This design comes from an exercise in tuning for small area on the open sky130 flow, not from production work.
In this exercise RTL edits were held to simulation tests only and were not proved equivalent to the original.
Power and IR drop assume default switching activity.

File: flow/design.v
package konark_hwpe_ctrl_pkg;
  localparam logic [5:0] REG_TRIGGER    = 6'h00;
  localparam logic [5:0] REG_ACQUIRE    = 6'h01;
  localparam logic [5:0] REG_STATUS     = 6'h02;
  localparam logic [5:0] REG_JOB_ID     = 6'h03;
  localparam logic [5:0] REG_SOFT_CLEAR = 6'h04;
endpackage
module konark_hwpe_oai22 (
  input  logic a1_i,
  input  logic a2_i,
  input  logic b1_i,
  input  logic b2_i,
  output logic y_o
);
  assign y_o = ~((a1_i | a2_i) & (b1_i | b2_i));
endmodule
module konark_hwpe_nor2 (
  input  logic a_i,
  input  logic b_i,
  output logic y_o
);
  assign y_o = ~(a_i | b_i);
endmodule
module konark_hwpe_or16 (
  input  logic [15:0] d_i,
  output logic        y_o
);
  assign y_o = |d_i;
endmodule
module konark_hwpe_ctx_regfile (
  input  logic [1023:0] mem_n_i,          
  input  logic [31:0]  rsel_a_ni,         
  output logic [31:0]  rdata_a_o,         
  input  logic         rctx_b_i,
  input  logic         rctx_b_ni,         
  output logic [511:0] rdata_b_o
);
  for (genvar g = 0; g < 16; g++) begin : g_job
    for (genvar i = 0; i < 32; i++) begin : g_bit
      konark_hwpe_oai22 i_sel (
        .a1_i (rctx_b_i),
        .a2_i (mem_n_i[32*g+i]),
        .b1_i (rctx_b_ni),
        .b2_i (mem_n_i[32*(16+g)+i]),
        .y_o  (rdata_b_o[32*g+i])
      );
    end
  end
  for (genvar i = 0; i < 32; i++) begin : g_rd
    logic [15:0] t;
    for (genvar p = 0; p < 16; p++) begin : g_pair
      konark_hwpe_oai22 i_pair (
        .a1_i (rsel_a_ni[2*p]),
        .a2_i (mem_n_i[32*(2*p)+i]),
        .b1_i (rsel_a_ni[2*p+1]),
        .b2_i (mem_n_i[32*(2*p+1)+i]),
        .y_o  (t[p])
      );
    end
    konark_hwpe_or16 i_or (.d_i(t), .y_o(rdata_a_o[i]));
  end
endmodule
module konark_hwpe_ctrl_slave #(
  parameter int NrCores   = 9,
  parameter int NrContext = 2,
  parameter int NrJobRegs = 16,
  parameter int IdWidth   = 2,
  parameter int AddrWidth = 32
) (
  input  logic                    clk_i,
  input  logic                    rst_ni,
  input  logic                    req_valid_i,
  output logic                    req_ready_o,
  input  logic [AddrWidth-1:0]    req_addr_i,
  input  logic                    req_write_i,
  input  logic [31:0]             req_wdata_i,
  input  logic [3:0]              req_strb_i,
  input  logic [IdWidth-1:0]      req_id_i,
  output logic                    rsp_valid_o,
  output logic [31:0]             rsp_rdata_o,
  output logic [IdWidth-1:0]      rsp_id_o,
  output logic                    job_start_o,
  output logic [NrJobRegs*32-1:0] job_regs_o,
  input  logic                    job_done_i,
  output logic                    clear_o,
  output logic                    busy_o,
  output logic [NrCores-1:0]      evt_o
);
  logic               wptr_q, rptr_q;
  logic               wptr_nq, rptr_nq;   
  logic [1:0]         count_q;
  logic [7:0]         job_id_q;
  logic               err_q;
  logic               start_q, run_q;    
  logic               rsp_valid_q;
  logic [31:0]        rsp_rdata_q;
  logic [IdWidth-1:0] rsp_id_q;
  logic               clear_q;
  logic               evt_q;
  logic [5:0]  word;
  logic        is_job, full, running;
  logic        req_fire, wr_fire;
  logic        do_trigger, trigger_err, do_clear, job_we, done_ok;
  logic [31:0] ctx_rdata, rdata_d;
  logic [31:0] rsel_n;
  assign req_ready_o = rst_ni;
  assign req_fire    = req_valid_i & rst_ni;
  assign wr_fire     = req_fire & req_write_i;
  assign word    = req_addr_i[7:2];
  assign is_job  = (word[5:4] == 2'b01);
  assign full    = count_q[1];
  assign running = start_q | run_q;
  assign do_trigger  = wr_fire & (word == konark_hwpe_ctrl_pkg::REG_TRIGGER) & !full;
  assign trigger_err = wr_fire & (word == konark_hwpe_ctrl_pkg::REG_TRIGGER) & full;
  assign do_clear    = wr_fire & (word == konark_hwpe_ctrl_pkg::REG_SOFT_CLEAR);
  assign job_we      = wr_fire & is_job & !full;
  assign done_ok     = job_done_i & run_q & !do_clear;
  logic [31:0]   mem_nq [2][16];
  logic [31:0]   wdata_n;
  logic [1023:0] mem_n;
  logic [31:0]   wsel_n;
  logic [3:0]    bsel_n;
  assign wdata_n = ~(req_wdata_i & {32{rst_ni}});
  assign bsel_n  = ~req_strb_i & {4{rst_ni}};
  for (genvar c = 0; c < 2; c++) begin : g_ctx
    for (genvar r = 0; r < 16; r++) begin : g_reg
      assign wsel_n[16*c+r] = !(job_we & ((c == 1) ? wptr_q : wptr_nq) & (word[3:0] == r[3:0])) & rst_ni;
      for (genvar b = 0; b < 4; b++) begin : g_byte
        logic en;
        konark_hwpe_nor2 i_en (.a_i(wsel_n[16*c+r]), .b_i(bsel_n[b]), .y_o(en));
        always_ff @(posedge clk_i) begin
          if (en) mem_nq[c][r][8*b +: 8] <= wdata_n[8*b +: 8];
        end
      end
      assign mem_n[32*(16*c+r) +: 32] = mem_nq[c][r];
    end
  end
  konark_hwpe_ctx_regfile i_ctx_regfile (
    .mem_n_i   (mem_n),
    .rsel_a_ni (rsel_n),
    .rdata_a_o (ctx_rdata),
    .rctx_b_i  (rptr_q),
    .rctx_b_ni (rptr_nq),
    .rdata_b_o (job_regs_o)
  );
  for (genvar k = 0; k < 32; k++) begin : g_rsel
    assign rsel_n[k] = !(!req_write_i & is_job & (word[3:0] == k[3:0]) & (k >= 16 ? wptr_q : wptr_nq));
  end
  always_comb begin
    rdata_d = ctx_rdata;
    if (!req_write_i) begin
      case (word)
        konark_hwpe_ctrl_pkg::REG_ACQUIRE: rdata_d = full ? 32'hFFFF_FFFF : {31'd0, wptr_q};
        konark_hwpe_ctrl_pkg::REG_STATUS:  rdata_d = {err_q, 21'd0, count_q, 7'd0, running};
        konark_hwpe_ctrl_pkg::REG_JOB_ID:  rdata_d = {24'd0, job_id_q};
        default:                           ;
      endcase
    end
  end
  always_ff @(posedge clk_i) begin
    rsp_rdata_q <= rdata_d;
    rsp_id_q    <= req_id_i;
  end
  always_ff @(posedge clk_i) begin
    if (!rst_ni) begin
      rsp_valid_q <= 1'b0;
      clear_q     <= 1'b0;
      evt_q       <= 1'b0;
      wptr_q      <= 1'b0;
      rptr_q      <= 1'b0;
      wptr_nq     <= 1'b1;
      rptr_nq     <= 1'b1;
      count_q     <= '0;
      job_id_q    <= '0;
      err_q       <= 1'b0;
      start_q     <= 1'b0;
      run_q       <= 1'b0;
    end else begin
      rsp_valid_q <= req_fire;
      clear_q     <= do_clear;
      evt_q       <= done_ok;
      start_q     <= !running & (count_q != 2'd0) & !do_clear;
      run_q       <= (start_q | (run_q & !job_done_i)) & !do_clear;
      if (do_trigger) job_id_q <= job_id_q + 8'd1;
      if (do_clear) begin
        wptr_q  <= 1'b0;
        rptr_q  <= 1'b0;
        wptr_nq <= 1'b1;
        rptr_nq <= 1'b1;
        count_q <= '0;
        err_q   <= 1'b0;
      end else begin
        if (do_trigger) begin
          wptr_q  <= !wptr_q;
          wptr_nq <= !wptr_nq;
        end
        if (trigger_err) err_q <= 1'b1;
        if (done_ok) begin
          rptr_q  <= !rptr_q;
          rptr_nq <= !rptr_nq;
        end
        case ({do_trigger, done_ok})
          2'b10:   count_q <= count_q + 2'd1;
          2'b01:   count_q <= count_q - 2'd1;
          default: count_q <= count_q;
        endcase
      end
    end
  end
  assign job_start_o = start_q;
  assign busy_o      = running;
  assign rsp_valid_o = rsp_valid_q;
  assign rsp_rdata_o = rsp_rdata_q;
  assign rsp_id_o    = rsp_id_q;
  assign clear_o     = clear_q;
  assign evt_o       = {NrCores{evt_q}};
endmodule
File: flow/flow/run.sh
#!/bin/bash
# Layout flow: the standard ORFS flow (standard.sh), with two changes to
# how the layout is built:
#  - port buffers are sky130_fd_sc_hd__buf_1 instead of the resizer's default
#    pick, a delay cell (every input and output port still gets one buffer);
#  - clock tree synthesis uses clkbuf_8 with bounded sink clusters and no
#    dummy loads.
# make's full output goes to flow_make.log; ORFS keeps each step's own log
# under orfs/logs/.
set -euo pipefail
cd "$(dirname "$0")/.."
bash standard.sh finish \
  BUFFER_PORTS_ARGS="-buffer_cell sky130_fd_sc_hd__buf_1" \
  CTS_ARGS="-sink_clustering_enable -repair_clock_nets -dont_use_dummy_load -buf_list sky130_fd_sc_hd__clkbuf_8 -sink_clustering_size 15 -sink_clustering_max_diameter 60" \
  > flow_make.log 2>&1
File: flow/standard.sh
#!/bin/bash
# synth_recipe.tcl (not shown) runs the flow's synth.tcl, then flattens the netlist and writes it again
# the make line also repeats each setting of config.mk as NAME=value (left out here)
make -C /OpenROAD-flow-scripts/flow DESIGN_CONFIG=/design/flow/config.mk WORK_HOME=/design/flow/orfs CLKGATE_MAP_FILE= SYNTH_SCRIPT=/design/flow/synth_recipe.tcl "${@:-finish}"
File: flow/config.mk
export PLATFORM = sky130hd
export DESIGN_NAME = konark_hwpe_ctrl_slave
export DESIGN_NICKNAME = konark_hwpe_ctrl_slave
export VERILOG_FILES = /design/flow/design.v
export SDC_FILE = /design/flow/constraint.sdc
export NUM_CORES = 4
export LEC_CHECK = 0
export CAP_MARGIN = 20
export CORE_MARGIN = 2
export CORE_UTILIZATION = 65
export SLEW_MARGIN = 20
export SYNTH_HIERARCHICAL = 1
export SYNTH_MINIMUM_KEEP_SIZE = 0
File: flow/constraint.sdc
create_clock -name core_clock -period 5.0 [get_ports {clk_i}]
set_input_delay 1.0000 -clock core_clock [delete_from_list [all_inputs] [get_ports {clk_i}]]
set_output_delay 1.0000 -clock core_clock [all_outputs]
set_load 0.01 [all_outputs]
==> results of run 1 <==
-- metrics by stage --
stage	power (W)	cell area (um^2)
finish	0.0170	47200
detailed placement	0.0130	45900
floorplan	0.0120	41400
global route	0.0174	47100
global placement	0.0129	45900
CTS	0.0169	47000
-- power breakdown --
group	total [W]	switching [W]	internal, W
clock	0.00411	0.00263	0.00147
combinational	0.00170	0.00121	0.000491
sequential	0.0112	0.000413	0.0108
-- worst reg2reg max path, delay by kind of cell (launching register included) --
family                 cells  cell delay, ns
AO/OA/AOI/OAI              2            0.29
AND/OR/NAND/NOR            5            2.17
flip-flops                 1            0.36
buffers and inverters      1            0.22
-- area by class of cell --
cell class	instances	area share, %
diodes	6	0.0318
clock buffers	82	2.39
flip-flops and latches	1078	67.5
multi-input cells	1581	20.1
repair buffers	764	7.67
well taps	846	2.24
inverters	2	0.0212
-- registers in the layout, summed over array words and instances, names as in the netlist, 2 cells and up --
register	flops
rsp_id_q	2
mem_nq	1024
rsp_rdata_q	32
count_q	2
job_id_q	8
-- synth_stat cells, drive strengths merged --
cell	count	area, um^2
a21o	1	7.51
or2	2	12.5
o21a	3	22.5
buf	13	96.3
clkbuf	25	93.8
nor4bb	2	20.0
nor3	8	40.0
a31oi	1	6.26
nand4	34	213
a22oi	7	52.6
nor2	149	559
and2	6	37.5
nor2b	4	25.0
or2b	1	7.51
o22ai	1024	6410
and4bb	1	12.5
o211ai	3	22.5
edfxtp	1024	30700
or3	2	12.5
nor4	132	841
or4	1	11.3
o31ai	1	12.5
nor3b	1	7.51
a21boi	35	263
dfxtp	54	1080
o21ai	3	15.0
or4bb	1	11.3
xnor2	5	43.8
nand2b	7	43.8
nor4b	3	26.3
ha	2	25.0
nand3b	1	7.51
inv	2	10.0
a21oi	2	10.0
mux2i	2	20.0
nand2	126	473
xor2	4	35.0
nand3	7	35.0
-- per-layer routing --
| layer | up-vias | global-route usage, % |
|---|---|---|
| met4 | 14 | 23.0 |
| li1 | 13300 | - |
| met5 | - | 0 |
| met2 | 3413 | 69.9 |
| met3 | 542 | 15.4 |
| met1 | 16300 | 61.4 |
-- modules after synthesis (local to each module, per instance), excerpt --
| module | cells | cell area (um^2) |
|---|---|---|
| konark_hwpe_or16 | 5 | 31.3 |
| konark_hwpe_oai22 | 1 | 6.26 |
| konark_hwpe_nor2 | 1 | 3.75 |
| konark_hwpe_ctrl_slave | 1387 | 33500 |
-- cell families (layout without fill, tap and decap cells) --
logic type | count (synthesis) | count (layout) | synth area share [%]
buf+inv | 40 | 848 | 0.484
compound gates | 1080 | 1080 | 16.5
mux | 2 | 2 | 0.0484
simple gates | 488 | 488 | 5.79
fa+ha+maj | 2 | 2 | 0.0605
xor+xnor | 9 | 9 | 0.191
other cells | 0 | 6 | 0
flops | 1078 | 1078 | 76.9
-- how the worst min path moves through the flow --
stage	end	slack, ns
floorplan	err_q$_SDFFE_PP0P_	0.44
CTS	rsp_id_q[0]$_DFF_P_	0.34
detailed placement	err_q$_SDFFE_PP0P_	0.47
global placement	err_q$_SDFFE_PP0P_	0.45
finish	rsp_id_q[1]$_DFF_P_	0.36
global route	rsp_id_q[0]$_DFF_P_	0.34
==> qor.yml, run 1 <==
max_stage_delay_ns: 1.01
crit_type: "reg2out"
startpoint_type: "register"
wl_met1_mm: 50.0
power_density_mw_per_mm2: 360
ant_nets: 0
syn_inst: 2699
cts_tree: "done"
rr_startpoint: "wptr_q$_SDFFE_PP0P_"
relSlewSlack_pct: 9.85
pre_cts_slack_ns: 0.998
syn_nets: 2776
post-cts-setup-buffers: 0
critPathSlowestCell: "dfxtp_4"
die_h_um: 256
vias: 33600
whs_path_depth: 1
grt_first_pass_wirelength_mm: 216
critical_path.top_delay_family: "flip-flops"
final_hold_viol_count: 0
tns_ns: 0
firstDrtPassIters: 6
dp.final_hpwl_mm: 107
drv_cap: 0
path_cells: "buf_4, o22ai_1, buf_1"
cts_buffers: 82
synth-seq-cells: 1078
die_area_mm2: 0.0657
dr_wl_met3_mm: 26.1
peakVddDrop_mv: 0.306
outcome: "complete, no violations"
core_area_mm2: 0.0630
yosysSeqAreaShare_pct: 76.9
num_io_pins: 635
dp.cells: 4269
finalCritPeriodShare_pct: 79.0
rrSetupSlack_ns: 1.81
viasPerCell: 7.70
initial_core_util_pct: 65.7
hp-start: "req_id_i[1]"
n_fill_cell: 4067
cts-hold-fix-buffers: 0
antenna_found_initial: 13
routed_wl_mm: 156
path_max_fanout: 68
grt_max_degree: 102
layout_common_cells: "1,024 x o22ai_1, 1,024 x edfxtp_1, 607 x buf_1"
clkTransAtPathRegs_ns: 0.09
startpoint: "rptr_q$_SDFFE_PP0P_"
synth_area_per_cell_um2: 15.3
final_nets: 3586
static-leakage-power_nw: 15.5
wl_per_cell_um: 35.8
rr_endpoint: "rsp_rdata_q[8]$_DFF_P_"
drc: 0
final.min_clock_period_ns: 3.95
hold_class: "in2reg"
final_util_pct: 74.9
skew_ns: 0.0386
rsz0062_at_grt: "no"
worstPathRequired_ns: 4.00
worstMarginPinSlew_ns: 1.35
grt_usage_pct: 46.4
crit_buf_inv: 2
slew_violations: 0
multiInputGateArea_mm2: 0.00949
whs_ns: 0.362
clkSinkCount: 1078
seqCellArea_mm2: 0.0318
clkLatencyLatePin_ns: 0.74
final.setup.worst_slack_ns: 1.05
cts_root_buffer: "clkbuf_8"
cp-end-kind: "primary output"
die_w_um: 256
endpoint: "job_regs_o[468]"
cp.arrival_ns: 2.95
final_cell_count_no_fill: 4359
dr_wl_met2_mm: 70.5
clockBufferDepth: 3
reg2reg_depth: 8
layout-drive-gt1-share_pct: 8.41
h-tree-depth: 3
port_buffers: 608
syn_area_mm2: 0.0414
max_freq_ghz: 0.253
grt_pass1_vias: 30800
gp_congestion: 0.976
post_synth_num_cell_types: 44
setup_viol: 0
cp.depth: 3
top_layer_used: "met5"
overflow: 0
rows: 92
yosysWarnings: 8
drtIter0Drc: 6966
cts_resized: 0
area_growth_pct: 14.0
==> inputs of run 2 (changes only) <==
--- a/flow/design.v
+++ b/flow/design.v
@@ -89,3 +89,4 @@
   logic               wptr_q, rptr_q;
-  logic               wptr_nq, rptr_nq;   
+  logic               wptr_nq;
+  logic               rptr_nq;   
   logic [1:0]         count_q;
@@ -105,2 +106,3 @@
   logic [31:0] rsel_n;
+  assign wptr_nq     = !wptr_q;
   assign req_ready_o = rst_ni;
@@ -170,3 +172,2 @@
       rptr_q      <= 1'b0;
-      wptr_nq     <= 1'b1;
       rptr_nq     <= 1'b1;
@@ -187,3 +188,2 @@
         rptr_q  <= 1'b0;
-        wptr_nq <= 1'b1;
         rptr_nq <= 1'b1;
@@ -194,3 +194,2 @@
           wptr_q  <= !wptr_q;
-          wptr_nq <= !wptr_nq;
         end
==> flow/flow/run.sh (replaced) <==
#!/bin/bash
# Layout flow: the standard ORFS flow (standard.sh). Synthesis runs first,
# unchanged; the rest of the flow then runs with these changes to how the
# layout is built:
#  - port buffers are sky130_fd_sc_hd__buf_1 instead of the resizer's default
#    pick, a delay cell (every input and output port still gets one buffer);
#  - the resizer may not use the largest buffers (buf_6 and up, clkbuf_16),
#    so high-fanout nets get trees of small buffers;
#  - clock tree synthesis uses clkbuf_8 with bounded sink clusters and no
#    dummy loads.
# Each make call's full output goes to its own log here; ORFS keeps each
# step's own log under orfs/logs/.
set -euo pipefail
cd "$(dirname "$0")/.."
bash standard.sh synth > flow_synth.log 2>&1
DONT_USE="sky130_fd_sc_hd__probe_p_8 sky130_fd_sc_hd__probec_p_8 sky130_fd_sc_hd__lpflow_*"
DONT_USE="$DONT_USE sky130_fd_sc_hd__buf_6 sky130_fd_sc_hd__buf_8 sky130_fd_sc_hd__buf_12 sky130_fd_sc_hd__buf_16"
DONT_USE="$DONT_USE sky130_fd_sc_hd__bufbuf_8 sky130_fd_sc_hd__bufbuf_16 sky130_fd_sc_hd__clkbuf_16"
bash standard.sh finish \
  DONT_USE_CELLS="$DONT_USE" \
  BUFFER_PORTS_ARGS="-buffer_cell sky130_fd_sc_hd__buf_1" \
  CTS_ARGS="-sink_clustering_enable -repair_clock_nets -dont_use_dummy_load -buf_list sky130_fd_sc_hd__clkbuf_8 -sink_clustering_size 18 -sink_clustering_max_diameter 80" \
  > flow_finish.log 2>&1
==> qor.yml, run 2 <==
critPathSlowestCell: "dfxtp_4"
cts_tree: "done"
grt_usage_pct: 47.3
layout-drive-gt1-share_pct: 6.56
synth-async-reset-ratio_pct: 0
h-tree-depth: 3
routed_wl_mm: 159
top_regs: "mem_nq: 1024 flops, rsp_rdata_q: 32 flops, job_id_q: 8 flops"
drc: 0
max_stage_delay_ns: 1.05
firstDrtPassIters: 8
initial_core_util_pct: 65.6
skew_ns: 0.0424
syn_area_mm2: 0.0412
clkLatencyLatePin_ns: 0.71
layout_common_cells: "1,024 x o22ai_1, 1,024 x edfxtp_1, 668 x buf_1"
rsz0062_at_grt: "no"
finalPower_w: 0.0165
grt_first_pass_wirelength_mm: 220
setup_viol: 0
die_h_um: 256
port_buffers: 608
core_area_mm2: 0.0629
area_growth_pct: 12.5
clkTransAtPathRegs_ns: 0.11
slew_violations: 0
tns_ns: 0
finalCritPeriodShare_pct: 81.2
cts_buffers: 69
cts_root_buffer: "clkbuf_8"
outcome: "complete, no violations"
synth_largest_area_cell: "edfxtp_1"
final_hold_viol_count: 0
path_cells: "buf_2, o22ai_1, buf_1"
die_w_um: 256
synth_common_cells: "1,024 x edfxtp_1, 1,024 x o22ai_1, 156 x nor2_1"
viasPerCell: 7.74
syn_inst: 2680
grt_pass1_vias: 31200
cp.arrival_ns: 3.06
max_freq_ghz: 0.246
drtIter0Drc: 6966
worstMarginPinSlew_ns: 1.25
gp_congestion: 1.02
dp.final_hpwl_mm: 111
drv_cap: 0
clockBufferDepth: 3
yosysSeqAreaShare_pct: 77.2
syn_nets: 2757
grt_max_degree: 74
post-cts-setup-buffers: 0
critical_path.top_delay_family: "flip-flops"
worstPathRequired_ns: 4.00
ant_nets: 0
cts_resized: 0
final.min_clock_period_ns: 4.06
post_synth_num_cell_types: 38
synthTopCellsByArea: "edfxtp_1 75%, o22ai_1 16%, dfxtp_1 2.6%, nor4_1 2.0%, nor2_1 1.4%"
crit_type: "reg2out"
largest_reg_flops: 1024
final_nets: 3571
startpoint_type: "register"
yosysWarnings: 8
synth-seq-cells: 1077
wl_per_cell_um: 36.5
antenna_found_initial: 12
vias: 33600
overflow: 0
n_fill_cell: 4159
synth_top_cell_area_share_pct: 74.6
path_max_fanout: 73
cts-hold-fix-buffers: 0
rows: 92
synth_flop_cell: "edfxtp_1"
peakVddDrop_mv: 0.290
hold_class: "in2reg"
die_area_mm2: 0.0654
regMostFlops: "mem_nq"
clkSinkCount: 1077
synth_area_per_cell_um2: 15.4
power_density_mw_per_mm2: 356
synth_edf_count: 1024
num_io_pins: 635
relSlewSlack_pct: 15.6
crit_buf_inv: 2
cp-end-kind: "primary output"
static-leakage-power_nw: 14.5
-- run 2: area by class of cell --
type	count	area, um^2	area share, %
diodes	8	20.0	0.0432
clock buffers	69	950	2.05
inverters	4	15.0	0.0324
multi-input cells	1564	9340	20.2
flip-flops and latches	1077	31800	68.6
well taps	846	1060	2.28
repair buffers	778	3160	6.82
-- run 2: metal layers --
metal	wire length (um)	global-route usage (%)
met1	50300	63.4
met2	70100	70.6
met3	27900	14.7
met4	10400	24.8
met5	115	0
-- run 2: path summary, 6_finish.rpt --
path | slack, ns | endpoint | startpoint | cells after the start
setup / recovery | 0.94 | job_regs_o[278] | rptr_nq$_SDFFE_PP1P_ | 3
hold / removal | 0.41 | rsp_id_q[0]$_DFF_P_ | req_id_i[0] | 1
setup reg to reg | 1.39 | rsp_rdata_q[7]$_DFF_P_ | wptr_q$_SDFFE_PP0P_ | 10
hold reg to reg | 0.49 | err_q$_SDFFE_PP0P_ | err_q$_SDFFE_PP0P_ | 2
-- run 2: through the flow --
stage | worst slack [ns] | utilization (%) | cell area, um^2 | hold WS [ns] | instances
final | 0.938 | 73.8 | 46400 | 0.408 | 4346
after global placement | 0.991 | 72.0 | 45200 | 0.456 | 4259
after detailed placement | 0.910 | 72.0 | 45300 | 0.459 | 4263
after CTS | 1.06 | 73.5 | 46200 | 0.376 | 4332
after global routing | 0.930 | 73.7 | 46400 | 0.400 | 4339
after floorplan | 0.806 | - | 41200 | 0.437 | 2680
-- run 2: cells by family after synthesis --
logic type	Yosys count	share of synthesized area [%]
XOR/XNOR	7	0.149
AO/OA/AOI/OAI	1110	16.7
adder cells (fa/ha/maj)	2	0.0607
flip-flops	1077	77.2
buffers and inverters	39	0.483
multiplexers	3	0.0729
AND/OR/NAND/NOR	442	5.32
-- run 2: report_power, final --
part	switching, W	internal, W
Clock	0.00261	0.00125
Sequential	0.000352	0.0106
Combinational	0.00122	0.000434
Total	0.00419	0.0123
-- run 2: modules after synthesis, one instance, submodules excluded, a selection --
module / flip-flops and latches / times used / area [um^2]
konark_hwpe_nor2: 0 / 128 / 3.75
konark_hwpe_or16: 0 / 32 / 31.3
konark_hwpe_ctrl_slave: 1077 / 1 / 33300
konark_hwpe_oai22: 0 / 1024 / 6.26
==> inputs of run 3 (changes only) <==
--- a/flow/config.mk
+++ b/flow/config.mk
@@ -10,2 +10,3 @@
 export CORE_UTILIZATION = 65
+export GPL_TIMING_DRIVEN = 0
 export SLEW_MARGIN = 20
==> qor.yml, run 3 <==
outcome: "complete, no violations"
grt_max_degree: 75
drc: 0
area_growth_pct: 12.2
endpoint: "job_regs_o[184]"
syn_nets: 2757
relSlewSlack_pct: 5.16
final_cell_count_no_fill: 4273
grt_pass1_vias: 30400
post_synth_num_cell_types: 38
synth_common_cells: "1,024 x edfxtp_1, 1,024 x o22ai_1, 156 x nor2_1"
worstMarginPinSlew_ns: 1.42
synth-async-reset-ratio_pct: 0
clockBufferDepth: 3
cp.arrival_ns: 3.83
rr_endpoint: "mem_nq[6][10]$_DFFE_PP_"
routed_wl_mm: 157
firstDrtPassIters: 8
top_regs: "mem_nq: 1024 flops, rsp_rdata_q: 32 flops, job_id_q: 8 flops"
path_cells: "buf_4, buf_4, clkbuf_8, o22ai_1, buf_1"
startpoint_type: "register"
worstPathRequired_ns: 4.00
cp.depth: 5
final_area_mm2: 0.0463
rows: 92
cts_tree: "done"
crit_buf_inv: 4
peakVddDrop_mv: 0.294
clkTransAtPathRegs_ns: 0.12
setup_viol: 0
startpoint: "rptr_nq$_SDFFE_PP1P_"
gp_congestion: 0.955
reg2reg_depth: 5
synth_area_per_cell_um2: 15.4
final_util_pct: 73.6
wl_per_cell_um: 36.8
finalPower_w: 0.0165
synth_largest_area_cell: "edfxtp_1"
cts-hold-fix-buffers: 0
rsz0062_at_grt: "no"
post-cts-setup-buffers: 0
die_h_um: 256
clkSinkCount: 1077
max_stage_delay_ns: 0.77
cp-end-kind: "primary output"
grt_first_pass_wirelength_mm: 215
regMostFlops: "mem_nq"
cts_buffers: 69
grt_usage_pct: 46.7
max_freq_ghz: 0.207
hold_class: "in2reg"
num_io_pins: 635
syn_inst: 2680
final.setup.worst_slack_ns: 0.166
port_buffers: 608
synth_flop_cell: "edfxtp_1"
dp.final_hpwl_mm: 109
pre_cts_slack_ns: 0.0974
viasPerCell: 7.82
static-leakage-power_nw: 14.4
drv_cap: 0
layout-drive-gt1-share_pct: 6.68
yosysWarnings: 8
synth-seq-cells: 1077
layout_common_cells: "1,024 x o22ai_1, 1,024 x edfxtp_1, 608 x buf_1"
ant_nets: 0
final_nets: 3492
drtIter0Drc: 6745
cts_root_buffer: "clkbuf_8"
rrSetupSlack_ns: 1.15
synth_top_cell_area_share_pct: 74.6
skew_ns: 0.0575
syn_area_mm2: 0.0412
critical_path.top_delay_family: "buffers and inverters"
yosysSeqAreaShare_pct: 77.2
dp.cells: 4181
synthTopCellsByArea: "edfxtp_1 75%, o22ai_1 16%, dfxtp_1 2.6%, nor4_1 2.0%, nor2_1 1.4%"
final.min_clock_period_ns: 4.83
die_w_um: 256
die_area_mm2: 0.0654
clkLatencyLatePin_ns: 0.74
path_max_fanout: 74
overflow: 0
initial_core_util_pct: 65.6
synth_edf_count: 1024
antenna_found_initial: 16
n_fill_cell: 4186
rr_startpoint: "count_q[1]$_SDFFE_PP0P_"
h-tree-depth: 3
vias: 33400
largest_reg_flops: 1024
critPathSlowestCell: "dfxtp_4"
slew_violations: 0
cpMostUsedCell: "buf_4"
power_density_mw_per_mm2: 356
dpl_cell_area_mm2: 0.0450
final_hold_viol_count: 0
finalCritPeriodShare_pct: 96.7
crit_type: "reg2out"
core_area_mm2: 0.0629
[run 3: area by class of cell]
class                           instances  area, um^2  area share, %
Sequential cell                      1077       31800           68.8
Multi-Input combinational cell       1564        9470           20.5
Timing Repair Buffer                  664        2730           5.91
Tap cell                              846        1060           2.29
Clock buffer                           69         950           2.05
Buffer                                 35         185          0.400
Antenna cell                           14        35.0         0.0757
Inverter                                4        15.0         0.0325
[run 3: worst register-to-register path: stages, from the launching register on]
cell	delay [ns]
dfxtp_1	0.32
clkbuf_1	0.26
nor4_2	0.94
clkbuf_1	0.57
a21oi_1	0.56
nor2_1	0.89
[run 3: per-layer routing]
metal | global-route usage (%) | routed length [um]
met5 | 0 | 81
met2 | 70.5 | 70600
met1 | 61.8 | 49800
met4 | 23.7 | 10100
met3 | 15.3 | 26400
[run 3: how the worst min path moves through the flow]
stage | cells after the start | to | slack, ns | from
2_1_floorplan | 2 | err_q$_SDFFE_PP0P_ | 0.44 | err_q$_SDFFE_PP0P_
3_3_place_gp | 2 | err_q$_SDFFE_PP0P_ | 0.46 | err_q$_SDFFE_PP0P_
3_5_place_dp | 2 | err_q$_SDFFE_PP0P_ | 0.46 | err_q$_SDFFE_PP0P_
4_1_cts | 1 | rsp_id_q[0]$_DFF_P_ | 0.33 | req_id_i[0]
5_1_grt | 1 | rsp_id_q[0]$_DFF_P_ | 0.33 | req_id_i[0]
6_report | 1 | rsp_id_q[1]$_DFF_P_ | 0.36 | req_id_i[1]
[run 3: modules after synthesis, one instance, submodules excluded, excerpt]
module | cells | cell area (um^2) | flops+latches | copies in the design
konark_hwpe_oai22 | 1 | 6.26 | 0 | 1024
konark_hwpe_ctrl_slave | 1368 | 33300 | 1077 | 1
konark_hwpe_nor2 | 1 | 3.75 | 0 | 128
konark_hwpe_or16 | 5 | 31.3 | 0 | 32
[run 3: repair_timing]
| action | 4_1_cts | 5_1_grt |
|---|---|---|
| cloned | 2 | 0 |
| setup endpoints to repair | 59 | 28 |
| resized for setup | 0 | 3 |
[run 3: cell families (layout without fill, tap and decap cells)]
| kind of cell | after synthesis | in the layout | share of synthesized area, % |
|---|---|---|---|
| XOR/XNOR | 7 | 7 | 0.149 |
| multiplexers | 3 | 3 | 0.0729 |
| flip-flops | 1077 | 1077 | 77.2 |
| adder cells (fa/ha/maj) | 2 | 2 | 0.0607 |
| AO/OA/AOI/OAI | 1110 | 1110 | 16.7 |
| buffers and inverters | 39 | 772 | 0.483 |
| AND/OR/NAND/NOR | 442 | 442 | 5.32 |
| other | 0 | 14 | 0 |
[run 3: stage by stage]
| step | TNS, ns | hold slack (ns) |
|---|---|---|
| floorplan | 0 | 0.437 |
| global placement | -843.56 | 0.457 |
| detailed placement | 0 | 0.460 |
| CTS | 0 | 0.328 |
| global route | 0 | 0.326 |
| finish | 0 | 0.355 |
[run 3: report_power, final]
part / switching (W) / total (W) / internal (W)
combinational: 0.00122 / 0.00165 / 0.000429
clock: 0.00258 / 0.00383 / 0.00125
sequential: 0.000341 / 0.0110 / 0.0106

[static timing again, ports no longer ideal]
No port has a modelled driver above. Below, the same layouts with a new extraction and two added sets of constraints.
Step 1 (the two cells are an assumption about what drives the block):
set clk [get_ports {clk_i}]
set_driving_cell -lib_cell sky130_fd_sc_hd__clkbuf_16 $clk
set_driving_cell -lib_cell sky130_fd_sc_hd__buf_2 [delete_from_list [all_inputs] $clk]
Step 2 also shifts input and output timing later by t, the mid clock arrival at the registers, as if the neighbouring blocks saw the same clock.
Three values: ideal ports, drivers, drivers and shift; two values: the first two.
run | t, ns | setup WS [ns] | worst register clock-pin slew, ns
run 1 | 0.778 | 1.052 / 0.985 / 0.677 | 0.10 / 0.10
run 2 | 0.755 | 0.938 / 0.873 / 0.375 | 0.12 / 0.12
run 3 | 0.768 | 0.166 / 0.106 / -0.173 | 0.12 / 0.12
Met with ideal ports but missed after step 2: setup timing in run 3. For run 2, which loses most, drivers alone change the setup slack by -0.065 ns; drivers and shift together by -0.563 ns.
